This design comes from an exercise in tuning for small area and a short achievable clock period on the open sky130 flow, not from production work. The RTL was checked by simulation tests, not by an equivalence proof against the original design. Power figures rest on the tool's default switching activity, not on a simulated workload.

==> constraint.sdc <==
create_clock -name core_clock -period 6.0 [get_ports {clk_i}]
set_input_delay 1.2000 -clock core_clock [delete_from_list [all_inputs] [get_ports {clk_i}]]
set_output_delay 1.2000 -clock core_clock [all_outputs]
set_load 0.01 [all_outputs]
==> design.v <==
package lhc_pkg;
  localparam int unsigned LIMIT_REGS = 7;
  localparam int unsigned CFG_IDX_W  = 3;
  localparam int unsigned CFG_DATA_W = 16;
  localparam int unsigned DUR_W      = 16;
  localparam int unsigned CNT_W      = 20;
  localparam int unsigned IDX_W      = 4;
  localparam logic [LIMIT_REGS*DUR_W-1:0] LIMIT_RESET = {
    16'd50000, 16'd20000, 16'd10000, 16'd5000,
    16'd2500, 16'd1000, 16'd500
  };
  localparam int unsigned IN_BEAT_W  = 3 + DUR_W;
  localparam int unsigned OUT_BEAT_W = IDX_W + CNT_W + 1;
  localparam int unsigned NUM_RESULTS = 14;
  localparam logic [2:0] CMD_RECORD   = 3'd0;
  localparam logic [2:0] CMD_TIMEOUT  = 3'd1;
  localparam logic [2:0] CMD_USER     = 3'd2;
  localparam logic [2:0] CMD_OVERFLOW = 3'd3;
  localparam logic [2:0] CMD_SNAPSHOT = 3'd4;
endpackage
module lhc_ctrl (
  input  logic       clk_i,
  input  logic       rst_ni,
  input  logic       in_valid_i,
  input  logic [2:0] command_i,
  output logic       in_stall_o,
  output logic       accept_o,
  input  logic       out_stall_i,
  output logic       out_valid_o,
  output logic       load_o,
  output logic [lhc_pkg::IDX_W-1:0] load_idx_o,
  output logic [lhc_pkg::IDX_W-1:0] out_idx_o,
  output logic       out_last_o
);
  localparam logic [lhc_pkg::IDX_W-1:0] LAST_IDX = lhc_pkg::IDX_W'(lhc_pkg::NUM_RESULTS - 1);
  logic dump_q, out_valid_q, last_q;
  logic [lhc_pkg::IDX_W-1:0] idx_q, oidx_q;
  logic snap, load, is_last;
  assign in_stall_o = dump_q;
  assign accept_o   = in_valid_i & ~dump_q;
  assign snap       = accept_o & (command_i == lhc_pkg::CMD_SNAPSHOT);
  assign load       = dump_q & (~out_valid_q | ~out_stall_i);
  assign is_last    = (idx_q == LAST_IDX);
  always_ff @(posedge clk_i or negedge rst_ni) begin
    if (!rst_ni) begin
      dump_q      <= 1'b0;
      out_valid_q <= 1'b0;
      idx_q       <= '0;
    end else begin
      dump_q      <= snap | (dump_q & ~(load & is_last));
      out_valid_q <= load | (out_valid_q & out_stall_i);
      if (load) idx_q <= is_last ? '0 : idx_q + 1'b1;
    end
  end
  always_ff @(posedge clk_i) begin
    if (load) begin
      oidx_q <= idx_q;
      last_q <= is_last;
    end
  end
  assign load_o      = load;
  assign load_idx_o  = idx_q;
  assign out_valid_o = out_valid_q;
  assign out_idx_o   = oidx_q;
  assign out_last_o  = last_q;
endmodule
module lhc_dp (
  input  logic                  clk_i,
  input  logic                  rst_ni,
  input  logic                  cfg_we_i,
  input  logic [lhc_pkg::CFG_IDX_W-1:0]  cfg_index_i,
  input  logic [lhc_pkg::CFG_DATA_W-1:0] cfg_wdata_i,
  input  logic                  accept_i,
  input  logic [2:0]            command_i,
  input  logic [lhc_pkg::DUR_W-1:0] duration_i,
  input  logic                  load_i,
  input  logic [lhc_pkg::IDX_W-1:0] load_idx_i,
  output logic [lhc_pkg::CNT_W-1:0] out_value_o
);
  localparam int unsigned DUR_W = lhc_pkg::DUR_W;
  localparam int unsigned CNT_W = lhc_pkg::CNT_W;
  localparam int unsigned NLIM  = lhc_pkg::LIMIT_REGS;
  logic [DUR_W-1:0] limit_q [NLIM];
  always_ff @(posedge clk_i or negedge rst_ni) begin
    if (!rst_ni) begin
      for (int i = 0; i < NLIM; i++) begin
        limit_q[i] <= lhc_pkg::LIMIT_RESET[i*DUR_W +: DUR_W];
      end
    end else if (cfg_we_i && (cfg_index_i != 3'd7)) begin
      limit_q[cfg_index_i] <= cfg_wdata_i;
    end
  end
  logic [CNT_W-1:0] timeout_q, user_q, ovfc_q;
  always_ff @(posedge clk_i or negedge rst_ni) begin
    if (!rst_ni) begin
      timeout_q <= '0;
      user_q    <= '0;
      ovfc_q    <= '0;
    end else if (accept_i) begin
      if (command_i == lhc_pkg::CMD_TIMEOUT)  timeout_q <= timeout_q + 1'b1;
      if (command_i == lhc_pkg::CMD_USER)     user_q    <= user_q + 1'b1;
      if (command_i == lhc_pkg::CMD_OVERFLOW) ovfc_q    <= ovfc_q + 1'b1;
    end
  end
  logic             rec_q;
  logic [DUR_W-1:0] dur_q;
  logic [NLIM-1:0]  le_q;
  always_ff @(posedge clk_i or negedge rst_ni) begin
    if (!rst_ni) rec_q <= 1'b0;
    else         rec_q <= accept_i & (command_i == lhc_pkg::CMD_RECORD);
  end
  always_ff @(posedge clk_i) begin
    dur_q <= duration_i;
    for (int i = 0; i < NLIM; i++) le_q[i] <= (duration_i <= limit_q[i]);
  end
  logic [CNT_W-1:0] sample_q, total_q;
  logic [DUR_W-1:0] peak_q;
  logic [7:0]       bin_hit;
  logic [CNT_W-1:0] bin_q [8];
  always_comb begin
    logic none;
    none = 1'b1;
    for (int i = 0; i < NLIM; i++) begin
      bin_hit[i] = rec_q & none & le_q[i];
      none       = none & ~le_q[i];
    end
    bin_hit[7] = rec_q & none;
  end
  always_ff @(posedge clk_i or negedge rst_ni) begin
    if (!rst_ni) begin
      sample_q <= '0;
      total_q  <= '0;
      peak_q   <= '0;
      for (int i = 0; i < 8; i++) bin_q[i] <= '0;
    end else begin
      if (rec_q) begin
        sample_q <= sample_q + 1'b1;
        total_q  <= total_q + CNT_W'(dur_q);
        if (dur_q > peak_q) peak_q <= dur_q;
      end
      for (int i = 0; i < 8; i++) begin
        if (bin_hit[i]) bin_q[i] <= bin_q[i] + 1'b1;
      end
    end
  end
  logic [CNT_W-1:0] snap_val;
  always_comb begin
    case (load_idx_i)
      4'd0:    snap_val = sample_q;
      4'd1:    snap_val = total_q;
      4'd2:    snap_val = CNT_W'(peak_q);
      4'd3:    snap_val = bin_q[0];
      4'd4:    snap_val = bin_q[1];
      4'd5:    snap_val = bin_q[2];
      4'd6:    snap_val = bin_q[3];
      4'd7:    snap_val = bin_q[4];
      4'd8:    snap_val = bin_q[5];
      4'd9:    snap_val = bin_q[6];
      4'd10:   snap_val = bin_q[7];
      4'd11:   snap_val = timeout_q;
      4'd12:   snap_val = user_q;
      default: snap_val = ovfc_q;
    endcase
  end
  always_ff @(posedge clk_i) begin
    if (load_i) out_value_o <= snap_val;
  end
endmodule
module latency_histogram_counters_top (
  input  logic                  clk_i,
  input  logic                  rst_ni,
  input  logic                  cfg_we_i,
  input  logic [lhc_pkg::CFG_IDX_W-1:0]  cfg_index_i,
  input  logic [lhc_pkg::CFG_DATA_W-1:0] cfg_wdata_i,
  input  logic                  in_valid_i,
  output logic                  in_stall_o,
  input  logic [lhc_pkg::IN_BEAT_W-1:0]  in_beat_i,
  output logic                  out_valid_o,
  input  logic                  out_stall_i,
  output logic [lhc_pkg::OUT_BEAT_W-1:0] out_beat_o
);
  logic accept, load, last;
  logic [lhc_pkg::IDX_W-1:0] load_idx, out_idx;
  logic [lhc_pkg::CNT_W-1:0] out_value;
  lhc_ctrl u_ctrl (
    .clk_i       (clk_i),
    .rst_ni      (rst_ni),
    .in_valid_i  (in_valid_i),
    .command_i   (in_beat_i[18:16]),
    .in_stall_o  (in_stall_o),
    .accept_o    (accept),
    .out_stall_i (out_stall_i),
    .out_valid_o (out_valid_o),
    .load_o      (load),
    .load_idx_o  (load_idx),
    .out_idx_o   (out_idx),
    .out_last_o  (last)
  );
  lhc_dp u_dp (
    .clk_i       (clk_i),
    .rst_ni      (rst_ni),
    .cfg_we_i    (cfg_we_i),
    .cfg_index_i (cfg_index_i),
    .cfg_wdata_i (cfg_wdata_i),
    .accept_i    (accept),
    .command_i   (in_beat_i[18:16]),
    .duration_i  (in_beat_i[15:0]),
    .load_i      (load),
    .load_idx_i  (load_idx),
    .out_value_o (out_value)
  );
  assign out_beat_o = {out_idx, out_value, last};
endmodule
==> run.sh <==
#!/bin/bash
# synth_recipe.tcl (not shown) runs the flow's synth.tcl, then flattens the netlist and writes it again
# the make line also repeats each setting of config.mk as NAME=value (left out here)
make -C /OpenROAD-flow-scripts/flow DESIGN_CONFIG=/design/flow/config.mk WORK_HOME=/design/flow/orfs CLKGATE_MAP_FILE= SYNTH_SCRIPT=/design/flow/synth_recipe.tcl finish
==> config.mk <==
export PLATFORM = sky130hd
export DESIGN_NAME = latency_histogram_counters_top
export DESIGN_NICKNAME = latency_histogram_counters_top
export VERILOG_FILES = /design/flow/design.v
export SDC_FILE = /design/flow/constraint.sdc
export NUM_CORES = 4
export LEC_CHECK = 0
export CAP_MARGIN = 20
export CORE_MARGIN = 2
export CORE_UTILIZATION = 40
export SETUP_SLACK_MARGIN = 3.6
export SLEW_MARGIN = 20
==> results of run 1 <==
## report_power, final
part	total [mW]	switching [mW]	internal (mW)	leakage, nW
Clock	3.30	1.34	1.96	0.865
Sequential	3.95	0.414	3.54	5.59
Combinational	3.54	2.15	1.38	6.14
Total	10.8	3.91	6.88	12.6
## Yosys cell counts, types with 23 or more instances
cell type,count
mux2_2,94
nand3_1,80
clkbuf_1,56
dfrtp_1,357
dfstp_2,38
xor2_1,69
ha_1,156
nand4_1,80
a22oi_1,29
mux2i_1,29
nor3_1,41
inv_1,145
o21ai_0,116
dfxtp_1,23
a21oi_1,85
nor2_1,143
nand2_1,223
edfxtp_1,25
and3_1,38
xnor2_1,170
## placed cells by master (no fill, tap or decap), drive strengths merged, types with 21 or more instances in the layout
| cell type | synthesis | final |
|---|---|---|
| a21oi | 85 | 85 |
| a22oi | 29 | 29 |
| and3 | 38 | 38 |
| buf | 11 | 140 |
| clkbuf | 56 | 79 |
| clkdlybuf4s50 | 0 | 21 |
| dfrtp | 357 | 357 |
| dfstp | 38 | 38 |
| dfxtp | 23 | 23 |
| edfxtp | 25 | 25 |
| ha | 156 | 156 |
| inv | 145 | 148 |
| mux2 | 94 | 94 |
| mux2i | 29 | 29 |
| nand2 | 223 | 223 |
| nand3 | 81 | 81 |
| nand4 | 81 | 81 |
| nor2 | 143 | 143 |
| nor3 | 41 | 41 |
| o21ai | 116 | 116 |
| xnor2 | 170 | 170 |
| xor2 | 69 | 69 |
## stage by stage
stage / power [mW] / cell area [sq um] / utilization (%)
2_1_floorplan: 5.706 / 23670 / -
3_3_place_gp: 6.960 / 25270 / 43.07
3_5_place_dp: 7.036 / 25270 / 43.07
4_1_cts: 10.62 / 27790 / 47.36
5_1_grt: 11.26 / 28480 / 48.52
6_report: 10.79 / 28480 / 48.52
## registers in the layout, indices dropped and copies added, names as in the netlist, 20 cells and up
signal,count
u_dp.timeout_q,20
u_dp.limit_q,112
u_dp.bin_q,160
u_dp.out_value_o,20
u_dp.sample_q,20
u_dp.total_q,20
u_dp.ovfc_q,20
u_dp.user_q,20
## layout make-up
type	count	area, sq um
Timing Repair Buffer	177	1575
Clock buffer	73	1460
Clock inverter	23	302.8
Tap cell	773	967.2
Fill cell	5321	30210
Multi-Input combinational cell	1626	12440
Sequential cell	443	11160
Inverter	147	575.6
## kinds of logic (layout without fill, tap and decap cells)
group | Yosys count | in the layout | synth area share [%]
AOI/OAI and AO/OA | 414 | 414 | 11.51
xor gates and xnor gates | 239 | 239 | 8.874
adders and majority gates | 157 | 157 | 8.360
buffers and inverters | 214 | 420 | 3.464
DFF | 443 | 443 | 47.24
muxes | 126 | 126 | 6.005
and+or+nand+nor | 690 | 690 | 14.54
## metal layers
layer  vias up  part of all wire (%)
met3       192                   5.5
met2       609                    47
met4         0                   5.2
met1      9313                    42
met5         -                     0
li1       8512                     -
## timing repair
| action | 4_1_cts | 5_1_grt |
|---|---|---|
| gates resized for setup | 268 | 111 |
| hold endpoints to repair | 0 | 0 |
| buffers inserted | 45 | 40 |
| setup endpoints to repair | 267 | 118 |
| gates cloned | 1 | 1 |
| pin swaps | 31 | 35 |
## critical path: stages (launching register included)
cell and delay, ns:
dfrtp_2 0.37, buf_12 0.13, or4b_4 0.50, buf_6 0.14, nor4b_4 0.20, buf_4 0.19, and4_4 0.25, buf_12 0.12
nand4_4 0.20, nor2_2 0.18, xor2_1 0.17
## worst max-delay path by stage
stage | startpoint | end | slack [ns] | cells past startpoint
after floorplan | in_beat_i[18] | u_dp.timeout_q[17] | 3.05 | 6
after global placement | in_beat_i[1] | u_dp.le_q[5] | 2.26 | 8
after detailed placement | in_beat_i[1] | u_dp.le_q[5] | 2.21 | 8
after CTS | u_dp.rec_q | u_dp.bin_q[5][19] | 3.45 | 9
after global routing | u_dp.rec_q | u_dp.bin_q[5][18] | 3.37 | 10
final | u_dp.rec_q | u_dp.bin_q[5][16] | 3.44 | 10
==> metrics.yaml, run 1 <==
fin_cells: 3262
met1_usage_pct: 32.34
synth_ff_type: "dfrtp_1"
grt_antenna_before_repair: 0
total_leakage_power_nw: 12.60
rsz0062_at_grt: "true"
die_h_um: 246.8
synth_top_area_share_pct: 37.87
vdd_ir_drop_max_mv: 0.2633
cts.clk_slew.worst_paths_ns: 0.06
port_buffers: 69
use_met3_pct: 3.983
reg2reg_slack_ns: 3.44
drive_above_1_share_pct: 20.81
fin_skew_ns: 0.02112
ys_ff_latch: 443
crit_arrival_ns: 3.08
synth_edf_count: 25
cts-htree-levels: 2
first_pass_iters: 6
vias: 18630
path_class: "flip-flop to flip-flop"
core_sq_um: 58690
grt_first_pass_wirelength_um: 115300
netlist_area_sq_um: 23590
worst_slew_pin_slew_ns: 0.8495
antenna_cells: 0
gp_congestion: 1.007
setup_ws_ns: 3.440
grt.total_usage_pct: 25.28
dpl.hpwl_um: 56130
post_drt_wl_per_cell_um: 23.69
async_reset_ff_share_pct: 89.16
cts_sinks: 443
hold_ws_ns: 0.4755
cts_tree: "yes"
io_pins: 70
cp_max_fo: 6
grt_max_degree: 142
yosys_warnings: 4
max_freq_ghz: 0.3907
die_x_um: 246.8
outcome: "no timing/DRC/antenna violations"
timing.rr.start: "u_dp.rec_q"
setup_tns_ns: 0
r2r_cells: 10
viasPerCell: 5.710
worstHoldStart: "u_dp.bin_q[1][19]"
fin_nets: 2646
grt_pass1_vias: 18400
r2r_end: "u_dp.bin_q[5][16]"
root_buffer: "clkbuf_16"
drv_slew: 0
maxCapViolCount: 0
syn_avg_cell_area_sq_um: 10.33
holdPathStages: 1
finalHoldViolCount: 0
holdBufCountCts: 0
yosys.area.top_type: "dfrtp_1"
use_met2_pct: 42.04
worstSetupStartpointType: "flip-flop"
synth_cells: 2283
period_needed_ns: 2.560
holdCritPathClass: "flip-flop to flip-flop"
yosys-top-cells-area: "dfrtp_1 38%, ha_1 8.3%, xnor2_1 6.3%"
ant_nets: 0
die_area_sq_um: 60930
period_share_pct: 42.66
area_growth_pct: 20.72
clock_latency_ns: 0.62
clockBufferDepth: 3
drt_iter0_drc: 1298
holdPathEnd: "u_dp.bin_q[1][19]"
drcViolationCount: 0
top_usage_layer: "met2"
fp-row-count: 89
synth.distinct_cells: 79
syn-num-nets: 2483
cts-buffers-inserted: 51
setup_viol: 0
relSlewSlack_pct: 42.85
dp.cells: 3079
initial_utilization_pct: 40.19
power_density_nw_per_um2: 378.9
place_ws_ns: 2.210
end_kind: "flip-flop"
wirelength_um: 77280
cp_data_required_time_ns: 6.52
seq_area_frac_synth_pct: 47.24
overflow: 0
==> run 2: changes to the inputs <==
--- a/config.mk
+++ b/config.mk
@@ -8,5 +8,5 @@
 export CAP_MARGIN = 20
 export CORE_MARGIN = 2
 export CORE_UTILIZATION = 40
-export SETUP_SLACK_MARGIN = 3.6
+export SETUP_SLACK_MARGIN = 3.9
 export SLEW_MARGIN = 20
==> metrics.yaml, run 2 <==
dpl_cell_area_sq_um: 25510  # +0.94%
yosys_warnings: 4  # unchanged
fin_area_sq_um: 31800  # +12%
relSlewSlack_pct: 42.78  # -0.065 points
die_area_sq_um: 60930  # unchanged
drt_iter0_drc: 1849  # +42%
seq_area_frac_synth_pct: 47.24  # unchanged
total_leakage_power_nw: 14.03  # +11%
holdPathEnd: "u_dp.bin_q[3][19]"
drcViolationCount: 0  # unchanged
timing.rr.start: "u_dp.rec_q"
cp_data_required_time_ns: 6.54  # +0.02 ns
drv_slew: 0  # unchanged
synthTopCellsByCount: "357 x dfrtp_1, 223 x nand2_1, 170 x xnor2_1"
first_pass_iters: 5  # -1
core_sq_um: 58690  # unchanged
reg.largest.list: "u_dp.bin_q (160), u_dp.limit_q (112)"
drive_above_1_share_pct: 34.36  # +14 points
dp.cells: 3080  # +0.032%
mostFrequentLayoutCell: "dfrtp_1"
syn_avg_cell_area_sq_um: 10.33  # unchanged
holdCritPathClass: "flip-flop to flip-flop"
holdPathStages: 1  # unchanged
largest_reg_flops: 160  # unchanged
overflow: 0  # unchanged
die_h_um: 246.8  # unchanged
register_area_sq_um: 11180  # +0.17%
area_growth_pct: 34.80
critical_path_buf_inv_count: 3  # -1
regMostFlops: "u_dp.bin_q"
fin_cells: 3407  # +4.4%
setup_tns_ns: 0  # unchanged
grt_antenna_before_repair: 2  # +2
clockBufferDepth: 3  # unchanged
cpMostUsedCell: "buf_4"
yosys-top-cells-area: "dfrtp_1 38%, ha_1 8.3%, xnor2_1 6.3%"
period_share_pct: 41.23  # -1.4 points
grt_pass1_vias: 19440  # +5.6%
async_reset_ff_share_pct: 89.16  # unchanged
root_buffer: "clkbuf_16"
grt_first_pass_wirelength_um: 122300  # +6.1%
clock_latency_ns: 0.62  # about the same
worstHoldStart: "u_dp.bin_q[3][19]"
vias: 19890  # +6.8%
layout_common_cells: "342 x dfrtp_1, 190 x nand2_1, 158 x xnor2_1, 149 x buf_4, 134 x inv_1"
grt.total_usage_pct: 26.93  # +1.7 points
fin_nets: 2793  # +5.6%
synth_edf_count: 25  # unchanged
worstSetupStartpointType: "flip-flop"
r2r_end: "u_dp.bin_q[5][9]"
end_kind: "flip-flop"
cts_tree: "yes"
synth_most_common_cell: "dfrtp_1"
cp_max_fo: 8  # +2
netlist_area_sq_um: 23590  # unchanged
path_cells: "buf_12 > or4b_4 > nor4b_4 > buf_4 > and4_4 > nand3_4 > buf_4 > nor2_2 > xnor2_1"
slowest_stage: "or4b_4"
outcome: "no timing/DRC/antenna violations"
die_x_um: 246.8  # unchanged
finalHoldViolCount: 0  # unchanged
ys_ff_latch: 443  # unchanged
gp_congestion: 1.009  # +0.22%
cts.clk_slew.worst_paths_ns: 0.06  # about the same
antenna_cells: 0  # unchanged
ant_nets: 0  # unchanged
crit_path_max_incr_delay_ns: 0.54  # +0.04 ns
cts-htree-levels: 2  # unchanged
initial_utilization_pct: 40.19  # unchanged
period_needed_ns: 2.474  # -0.08626 ns
rsz0062_at_grt: "true"
max_freq_ghz: 0.4043  # +3.5%
power_density_nw_per_um2: 374.0  # -1.3%
crit_arrival_ns: 3.02  # -0.06 ns
p_total_mw: 11.89  # +10%
multi_input_area_sq_um: 14160  # +14%
syn-num-nets: 2483  # unchanged
yosys.area.top_type: "dfrtp_1"
post_drt_wl_per_cell_um: 24.47  # +3.3%
synth.distinct_cells: 79  # unchanged
fill_cells: 4950  # -7.0%
synth_top_area_share_pct: 37.87  # unchanged
crit_family: "simple AND/OR/NAND/NOR gates"
wirelength_um: 83380  # +7.9%
fin_skew_ns: 0.04531  # +0.02419 ns
port_buffers: 69  # unchanged
reg2reg_slack_ns: 3.53  # +0.09 ns
grt_max_degree: 105  # -26%
fp-row-count: 89  # unchanged
r2r_cells: 9  # -1
io_pins: 70  # unchanged
maxCapViolCount: 0  # unchanged
dpl.hpwl_um: 56070  # -0.11%
vdd_ir_drop_max_mv: 0.2903  # +10%
viasPerCell: 5.837  # +2.2%
synth_ff_type: "dfrtp_1"
cts_sinks: 443  # unchanged
path_class: "flip-flop to flip-flop"
worst_slew_pin_slew_ns: 0.8583  # +0.008809 ns
setup_viol: 0  # unchanged
cts-buffers-inserted: 50  # -2.0%
synth_cells: 2283  # unchanged
-- run 2: worst max-delay path by stage --
| stage | slack, ns | from | depth (start not counted) | endpoint |
|---|---|---|---|---|
| 6_report | 3.53 | u_dp.rec_q | 9 | u_dp.bin_q[5][9] |
| 2_1_floorplan | 3.05 | in_beat_i[18] | 6 | u_dp.timeout_q[17] |
| 3_5_place_dp | 2.13 | in_beat_i[1] | 8 | u_dp.le_q[4] |
| 3_3_place_gp | 2.18 | in_beat_i[1] | 8 | u_dp.le_q[4] |
| 5_1_grt | 3.45 | in_beat_i[18] | 9 | u_dp.ovfc_q[19] |
| 4_1_cts | 3.56 | u_dp.rec_q | 9 | u_dp.bin_q[5][18] |
-- run 2: power by group --
| part | switching, mW | leakage (nW) | total (mW) | internal (mW) |
|---|---|---|---|---|
| sequential | 0.395 | 5.58 | 3.94 | 3.54 |
| combinational | 2.63 | 7.61 | 4.75 | 2.12 |
| clock | 1.31 | 0.839 | 3.20 | 1.89 |
| total | 4.33 | 14.0 | 11.9 | 7.56 |
-- run 2: kinds of logic after synthesis --
group                      Yosys count  synth area share (%)
and+or+nand+nor                    690                 14.54
DFF                                443                 47.24
AOI/OAI and AO/OA                  414                 11.51
xor gates and xnor gates           239                 8.874
buffers and inverters              214                 3.464
adders and majority gates          157                 8.360
muxes                              126                 6.005
-- run 2: routing by layer --
metal | vias up | GRT usage, % | share of wire (%) | wire [um]
met5 | - | 0 | 0.013 | 11
met4 | 2 | 15.15 | 6.9 | 5789
met3 | 279 | 3.777 | 6.7 | 5623
met2 | 831 | 44.90 | 47 | 39580
met1 | 9979 | 33.57 | 39 | 32380
li1 | 8794 | - | - | -
-- run 2: worst register-to-register path, delay by kind of cell (launching register included) --
kind	cells	cell delay, ns
buffers and inverters	3	0.57
xor gates and xnor gates	1	0.12
and+or+nand+nor	5	1.34
DFF	1	0.38
-- run 2: through the flow --
| stage | setup WS, ns | hold WS (ns) | utilization [%] |
|---|---|---|---|
| after floorplan | 3.046 | 0.4231 | - |
| after global placement | 2.182 | 0.4594 | 43.47 |
| after detailed placement | 2.132 | 0.4628 | 43.47 |
| after CTS | 3.561 | 0.4702 | 50.48 |
| after global routing | 3.445 | 0.4903 | 54.18 |
| final | 3.526 | 0.4708 | 54.18 |
-- run 2: cell type report --
| cell class | count | area share [%] |
|---|---|---|
| Multi-Input combinational cell | 1629 | 44.53 |
| Sequential cell | 443 | 35.15 |
| Timing Repair Buffer | 322 | 10.12 |
| Clock buffer | 76 | 4.718 |
| Tap cell | 773 | 3.042 |
| Inverter | 147 | 1.818 |
| Clock inverter | 17 | 0.6217 |
-- run 2: what timing repair did --
item                                    CTS  global route
buffers inserted                        117           105
hold buffers                              0             0
endpoints found under the setup margin  396           261
pin swaps                               136           163
gates resized for setup                 535           282
cloned                                   10             2
==> run 3: changes to the inputs <==
--- a/config.mk
+++ b/config.mk
@@ -8,5 +8,5 @@
 export CAP_MARGIN = 20
 export CORE_MARGIN = 2
 export CORE_UTILIZATION = 40
-export SETUP_SLACK_MARGIN = 3.9
+export SETUP_SLACK_MARGIN = 3.3
 export SLEW_MARGIN = 20
==> metrics.yaml, run 3 <==
mostFrequentLayoutCell: "dfrtp_1"
end_kind: "flip-flop"
grt_max_degree: 136  # +30%
cp_max_fo: 10  # +2
fin_nets: 2590  # -7.3%
p_int_mw: 6.904  # -8.7%
synthTopCellsByCount: "357 x dfrtp_1, 223 x nand2_1, 170 x xnor2_1"
period_needed_ns: 2.723  # +0.2492 ns
setup_tns_ns: 0  # unchanged
drive_above_1_share_pct: 14.02  # -20 points
die_x_um: 246.8  # unchanged
power_density_nw_per_um2: 385.6  # +3.1%
synth_most_common_cell: "dfrtp_1"
setup_ws_ns: 3.277  # -0.2492 ns
maxCapViolCount: 0  # unchanged
layout_common_cells: "353 x dfrtp_1, 222 x nand2_1, 170 x xnor2_1, 156 x ha_1, 140 x inv_1"
ys_ff_latch: 443  # unchanged
relSlewSlack_pct: 38.40  # -4.4 points
synth_edf_count: 25  # unchanged
setup_viol: 0  # unchanged
crit_arrival_ns: 3.11  # +0.09 ns
viasPerCell: 5.670  # -2.9%
period_share_pct: 45.38  # +4.2 points
fin_area_sq_um: 27600  # -13%
ant_nets: 0  # unchanged
netlist_area_sq_um: 23590  # unchanged
core_sq_um: 58690  # unchanged
synth_ff_type: "dfrtp_1"
rsz0062_at_grt: "true"
dpl.hpwl_um: 56460  # +0.69%
place_ws_ns: 2.035  # -0.09684 ns
worst_slew_pin_slew_ns: 0.9170  # +0.05868 ns
drv_slew: 0  # unchanged
grt_pass1_vias: 18240  # -6.2%
cts.clk_slew.worst_paths_ns: 0.06  # about the same
gp_congestion: 0.9763  # -3.2%
port_buffers: 69  # unchanged
grt.total_usage_pct: 24.92  # -2.0 points
yosys-top-cells-area: "dfrtp_1 38%, ha_1 8.3%, xnor2_1 6.3%"
cts-htree-levels: 2  # unchanged
fin_skew_ns: 0.04217  # -0.003137 ns
synth_cells: 2283  # unchanged
synth_top_area_share_pct: 37.87  # unchanged
switchingPower_mw: 3.740  # -14%
vias: 18170  # -8.6%
syn_avg_cell_area_sq_um: 10.33  # unchanged
outcome: "no timing/DRC/antenna violations"
post_drt_wl_per_cell_um: 23.59  # -3.6%
seq_area_frac_synth_pct: 47.24  # unchanged
reg.largest.list: "u_dp.bin_q (160), u_dp.limit_q (112)"
async_reset_ff_share_pct: 89.16  # unchanged
hold_ws_ns: 0.4838  # +0.01299 ns
cts_sinks: 443  # unchanged
drcViolationCount: 0  # unchanged
cp_data_required_time_ns: 6.39  # -0.15 ns
die_area_sq_um: 60930  # unchanged
largest_reg_flops: 160  # unchanged
seqPwrFrac_pct: 37.7  # +4.6 points
initial_utilization_pct: 40.19  # unchanged
path_class: "flip-flop to flip-flop"
power_frac_comb_pct: 29.6  # -10 points
clockBufferDepth: 3  # unchanged
yosys.area.top_type: "dfrtp_1"
yosys_warnings: 4  # unchanged
fp-row-count: 89  # unchanged
syn-num-nets: 2483  # unchanged
holdCritPathClass: "flip-flop to flip-flop"
drt_iter0_drc: 1414  # -24%
worstSetupStartpointType: "flip-flop"
overflow: 0  # unchanged
vdd_ir_drop_max_mv: 0.2449  # -16%
dpl_cell_area_sq_um: 25200  # -1.2%
grt_antenna_before_repair: 0  # -2
cts_tree: "yes"
power.share.clock_pct: 32.7  # +5.8 points
grt_first_pass_wirelength_um: 113500  # -7.2%
max_freq_ghz: 0.3673  # -9.2%
area_growth_pct: 17.02
finalHoldViolCount: 0  # unchanged
antenna_cells: 0  # unchanged
clock_latency_ns: 0.62  # about the same
total_leakage_power_nw: 12.30  # -12%
wirelength_um: 75590  # -9.3%
regMostFlops: "u_dp.bin_q"
die_h_um: 246.8  # unchanged
root_buffer: "clkbuf_16"
cts-buffers-inserted: 51  # +2.0%
synth.distinct_cells: 79  # unchanged
first_pass_iters: 6  # +1
io_pins: 70  # unchanged
switching_share_pct: 35.14  # -1.3 points
## run 3: cells by family (layout without fill, tap and decap cells)
family                     count (synthesis)  in the layout  share of synthesized area, %
xor gates and xnor gates                 239            239                         8.874
DFF                                      443            443                         47.24
AOI/OAI and AO/OA                        414            414                         11.51
and+or+nand+nor                          690            690                         14.54
buffers and inverters                    214            363                         3.464
muxes                                    126            126                         6.005
adders and majority gates                157            157                         8.360
## run 3: path summary, 6_finish.rpt
path,to,depth (start not counted),slack [ns],from
worst max-delay path,u_dp.out_value_o[3],6,3.28,u_ctrl.idx_q[3]
worst min-delay path,u_dp.bin_q[1][19],1,0.48,u_dp.bin_q[1][19]
min in group asynchronous,u_dp.bin_q[6][12],1,0.54,rst_ni
max in group asynchronous,u_dp.limit_q[3][13],2,4.12,rst_ni
worst min register to register,u_dp.bin_q[1][19],1,0.48,u_dp.bin_q[1][19]
worst max register to register,u_dp.out_value_o[3],6,3.28,u_ctrl.idx_q[3]
## run 3: per-layer routing
metal  track usage [%]  routed length, um  up-vias
met5                 0                  0        -
met4             9.674               3141        0
met3             3.495               4019      157
met2             41.90              36190      544
met1             32.46              32240     9071
li1                  -                  -     8400
## run 3: critical path: stages, from the launching register on
cell and delay [ns]:
dfrtp_4 0.54, clkinvlp_4 0.22, nor2_1 0.59, a22oi_1 0.20
o32ai_1 0.40, a221oi_2 0.18, a31oi_1 0.35
## run 3: area by class of cell
| class | count | area, sq um |
|---|---|---|
| clock buffer | 68 | 1473 |
| clock inverter | 27 | 415.4 |
| fill | 5373 | 31080 |
| inverter | 147 | 569.3 |
| multi-input combinational | 1626 | 11850 |
| sequential | 443 | 11160 |
| tap | 773 | 967.2 |
| timing repair buffer | 121 | 1170 |
## run 3: power groups by stage
stage | Combinational, mW | Sequential (mW) | Clock, mW
2_1_floorplan | 1.87 | 3.83 | 0
3_3_place_gp | 2.86 | 4.07 | 0
3_5_place_dp | 2.91 | 4.09 | 0
4_1_cts | 3.01 | 4.04 | 3.55
5_1_grt | 3.41 | 4.06 | 3.66
6_report | 3.15 | 4.01 | 3.48
## run 3: per-stage QoR
stage | instances | util [%] | power (mW)
3_3_place_gp | 3075 | 42.94 | 6.937
2_1_floorplan | 2283 | - | 5.698
4_1_cts | 3195 | 46.69 | 10.60
5_1_grt | 3205 | 47.03 | 11.13
6_report | 3205 | 47.03 | 10.64
3_5_place_dp | 3075 | 42.94 | 6.997
## run 3: what timing repair did
| action | 4_1_cts | 5_1_grt |
|---|---|---|
| hold buffers | 0 | 0 |
| gates resized for setup | 59 | 42 |
| setup buffers | 25 | 10 |
| setup endpoints to repair | 147 | 76 |
| endpoints found under the hold margin | 0 | 0 |
| pin swaps | 10 | 2 |
==> run 4: changes to the inputs <==
--- a/config.mk
+++ b/config.mk
@@ -8,5 +8,8 @@
 export CAP_MARGIN = 20
 export CORE_MARGIN = 2
 export CORE_UTILIZATION = 40
-export SETUP_SLACK_MARGIN = 3.3
+export CTS_BUF_LIST = sky130_fd_sc_hd__clkbuf_16
+export CTS_CLUSTER_DIAMETER = 80
+export CTS_CLUSTER_SIZE = 30
+export SETUP_SLACK_MARGIN = 3.6
 export SLEW_MARGIN = 20
==> metrics.yaml, run 4 <==
regMostFlops: "u_dp.bin_q"
async_reset_ff_share_pct: 89.16  # unchanged
syn-num-nets: 2483  # unchanged
yosys.area.top_type: "dfrtp_1"
synth-xor-area-share_pct: 8.874  # unchanged
mostFrequentLayoutCell: "dfrtp_1"
vdd_ir_drop_max_mv: 0.3466  # +42%
multi_input_area_sq_um: 12380  # +4.5%
vias: 18410  # +1.3%
first_pass_iters: 6  # unchanged
critical_path_buf_inv_count: 2  # +1
crit_arrival_ns: 2.93  # -0.18 ns
synth_most_common_cell: "dfrtp_1"
drt_iter0_drc: 1462  # +3.4%
total_leakage_power_nw: 12.27  # -0.24%
finalHoldViolCount: 0  # unchanged
root_buffer: "clkbuf_16"
drv_slew: 0  # unchanged
core_sq_um: 58690  # unchanged
dpl.hpwl_um: 56130  # -0.58%
drcViolationCount: 0  # unchanged
cp_max_fo: 13  # +3
ant_nets: 0  # unchanged
cts_tree: "yes"
die_area_sq_um: 60930  # unchanged
fin_skew_ns: 0.03334  # -0.008830 ns
path_cells: "buf_4 > buf_12 > mux2_2 > a222oi_1 > o31ai_2 > a221oi_2 > a21oi_1"
fp-row-count: 89  # unchanged
fill_cells: 5392  # +0.35%
overflow: 0  # unchanged
place_ws_ns: 2.210  # +0.1742 ns
reg.largest.list: "u_dp.bin_q (160), u_dp.limit_q (112)"
setup_viol: 0  # unchanged
cts_sinks: 443  # unchanged
syn_avg_cell_area_sq_um: 10.33  # unchanged
synth_edf_count: 25  # unchanged
port_buffers: 69  # unchanged
period_share_pct: 42.48  # -2.9 points
synth_top_area_share_pct: 37.87  # unchanged
setup_tns_ns: 0  # unchanged
synth.distinct_cells: 79  # unchanged
synth_top_family_by_area: "simple AND/OR/NAND/NOR gates"
cts.clk_slew.worst_paths_ns: 0.11  # +0.05 ns
grt.total_usage_pct: 24.86  # -0.056 points
initial_utilization_pct: 40.19  # unchanged
synth_cells: 2283  # unchanged
path_class: "flip-flop to flip-flop"
layout_common_cells: "352 x dfrtp_1, 216 x nand2_1, 168 x xnor2_1, 149 x ha_1, 141 x inv_1"
holdBufCountCts: 0  # unchanged
dpl_cell_area_sq_um: 25270  # +0.29%
period_needed_ns: 2.549  # -0.1742 ns
outcome: "no timing/DRC/antenna violations"
setup_ws_ns: 3.451  # +0.1742 ns
synthTopCellsByCount: "357 x dfrtp_1, 223 x nand2_1, 170 x xnor2_1"
clock_latency_ns: 0.64  # +0.02 ns
grt_antenna_before_repair: 0  # unchanged
netlist_area_sq_um: 23590  # unchanged
grt_max_degree: 142  # +4.4%
synth_adder_area_share_pct: 8.360  # unchanged
largest_reg_flops: 160  # unchanged
crit_family: "compound AO/OA/AOI/OAI gates"
synth_ff_type: "dfrtp_1"
maxCapViolCount: 0  # unchanged
yosys-top-cells-area: "dfrtp_1 38%, ha_1 8.3%, xnor2_1 6.3%"
synthMuxAreaShare_pct: 6.005  # unchanged
yosys_warnings: 4  # unchanged
clockBufferDepth: 3  # unchanged
power_density_nw_per_um2: 358.6  # -7.0%
io_pins: 70  # unchanged
worst_slew_pin_slew_ns: 0.8516  # -0.06536 ns
viasPerCell: 5.716  # +0.82%
cts-buffers-inserted: 30  # -41%
grt_pass1_vias: 18240  # +0.022%
die_x_um: 246.8  # unchanged
post_drt_wl_per_cell_um: 23.74  # +0.63%
yosys.area_share.simple_pct: 14.54  # unchanged
ys_ff_latch: 443  # unchanged
area_growth_pct: 17.96
cp_data_required_time_ns: 6.38  # about the same
max_freq_ghz: 0.3924  # +6.8%
worstSetupStartpointType: "flip-flop"
holdCritPathClass: "flip-flop to flip-flop"
gp_congestion: 1.007  # +3.1%
drive_above_1_share_pct: 19.66  # +5.6 points
wirelength_um: 76430  # +1.1%
cts-htree-levels: 1  # -1
fin_nets: 2623  # +1.3%
synth_compound_area_share_pct: 11.51  # unchanged
slowest_stage: "a222oi_1"
relSlewSlack_pct: 42.70  # +4.3 points
antenna_cells: 0  # unchanged
die_h_um: 246.8  # unchanged
end_kind: "flip-flop"
fin_area_sq_um: 27820  # +0.80%
rsz0062_at_grt: "true"
crit_path_max_incr_delay_ns: 0.54  # -0.05 ns
grt_first_pass_wirelength_um: 114000  # +0.44%
register_area_sq_um: 11160  # unchanged
seq_area_frac_synth_pct: 47.24  # unchanged
run 4: changes by cell type in the layout (fill, tap and decap cells not counted), moves of 11 or more:
cell             change
buf_2               +32
buf_4               +37
clkbuf_16           -20
clkdlybuf4s50_1     -11
dlygate4sd2_1       -12
dlymetal6s2s_1      -16
nor2_1              -14
nor2_2              +11
nor3_1              -11
run 4: layout make-up:
| cell class | instances | share of cell area, % |
|---|---|---|
| Clock buffer | 31 | 2.788 |
| Clock inverter | 25 | 1.439 |
| Inverter | 147 | 2.060 |
| Multi-Input combinational cell | 1626 | 44.51 |
| Sequential cell | 443 | 40.10 |
| Tap cell | 773 | 3.476 |
| Timing Repair Buffer | 175 | 5.626 |
run 4: repair_timing:
item / in CTS / in global routing
setup endpoints to repair: 262 / 107
gates cloned: 1 / 2
resized for setup: 255 / 102
setup buffers: 44 / 38
pin swaps: 26 / 30
endpoints found under the hold margin: 0 / 0
run 4: through the flow:
| step | hold slack [ns] | utilization [%] | std cells | total power [mW] |
|---|---|---|---|---|
| 2_1_floorplan | 0.4231 | - | 2283 | 5.706 |
| 3_3_place_gp | 0.4589 | 43.07 | 3079 | 6.960 |
| 3_5_place_dp | 0.4659 | 43.07 | 3079 | 7.036 |
| 4_1_cts | 0.4797 | 46.20 | 3180 | 9.718 |
| 5_1_grt | 0.4874 | 47.41 | 3220 | 10.43 |
| 6_report | 0.4816 | 47.41 | 3220 | 9.978 |
run 4: where the power goes:
part | total, mW | switching (mW) | internal, mW
Clock | 2.45 | 1.36 | 1.08
Combinational | 3.59 | 2.18 | 1.41
Sequential | 3.94 | 0.413 | 3.53
run 4: kinds of logic after synthesis:
| group | after synthesis |
|---|---|
| simple gates | 690 |
| flops | 443 |
| compound gates | 414 |
| xor+xnor | 239 |
| buf+inv | 214 |
| fa+ha+maj | 157 |
| mux | 126 |
run 4: final timing paths:
| check | from | endpoint | slack (ns) | cells past startpoint |
|---|---|---|---|---|
| worst max-delay path | u_ctrl.idx_q[2] | u_dp.out_value_o[5] | 3.45 | 7 |
| worst min-delay path | u_dp.bin_q[3][19] | u_dp.bin_q[3][19] | 0.48 | 1 |
| worst max register to register | u_ctrl.idx_q[2] | u_dp.out_value_o[5] | 3.45 | 7 |
| worst min register to register | u_dp.bin_q[3][19] | u_dp.bin_q[3][19] | 0.48 | 1 |
| max in group asynchronous | rst_ni | u_dp.limit_q[1][13] | 4.13 | 2 |
| min in group asynchronous | rst_ni | u_dp.sample_q[9] | 0.54 | 1 |
run 4: layer usage:
layer / track usage, % / vias up / part of all wire (%)
li1: - / 8432 / -
met1: 32.03 / 9210 / 42
met2: 41.94 / 586 / 48
met3: 3.202 / 179 / 5.4
met4: 10.77 / 0 / 5.3
met5: 0 / - / 0

port drivers added, routing unchanged:
In the flow no input, the clock included, has a driving cell. The finished layouts below were timed again as built, in two steps.
Step 1 sets driving cells, clkbuf_16 on the clock port and buf_2 on the other inputs (assumed; they add their load-dependent delay and slew).
Step 2 also shifts input and output timing later by t, the mid clock arrival at the registers, as if the neighbouring blocks saw the same clock.
Slacks: ideal / step 1 / step 2; pairs: ideal / step 1.
run	t (ns)	setup WS [ns]	worst setup path at the end	worst register clock-pin slew, ns	worst data-port slew with drivers (ns)
run 1	0.664	3.440 / 3.440 / 2.914	input to register	0.07 / 0.07	0.05
run 2	0.653	3.526 / 3.526 / 2.957	input to register	0.07 / 0.07	0.06
run 3	0.652	3.277 / 3.277 / 2.671	input to register	0.07 / 0.07	0.05
run 4	0.677	3.451 / 3.451 / 2.913	input to register	0.11 / 0.11	0.05
After both steps setup and hold are still met in every run listed. The setup slack of run 3, which loses most, moves by 0.000 ns with the drivers and by -0.606 ns with both steps.
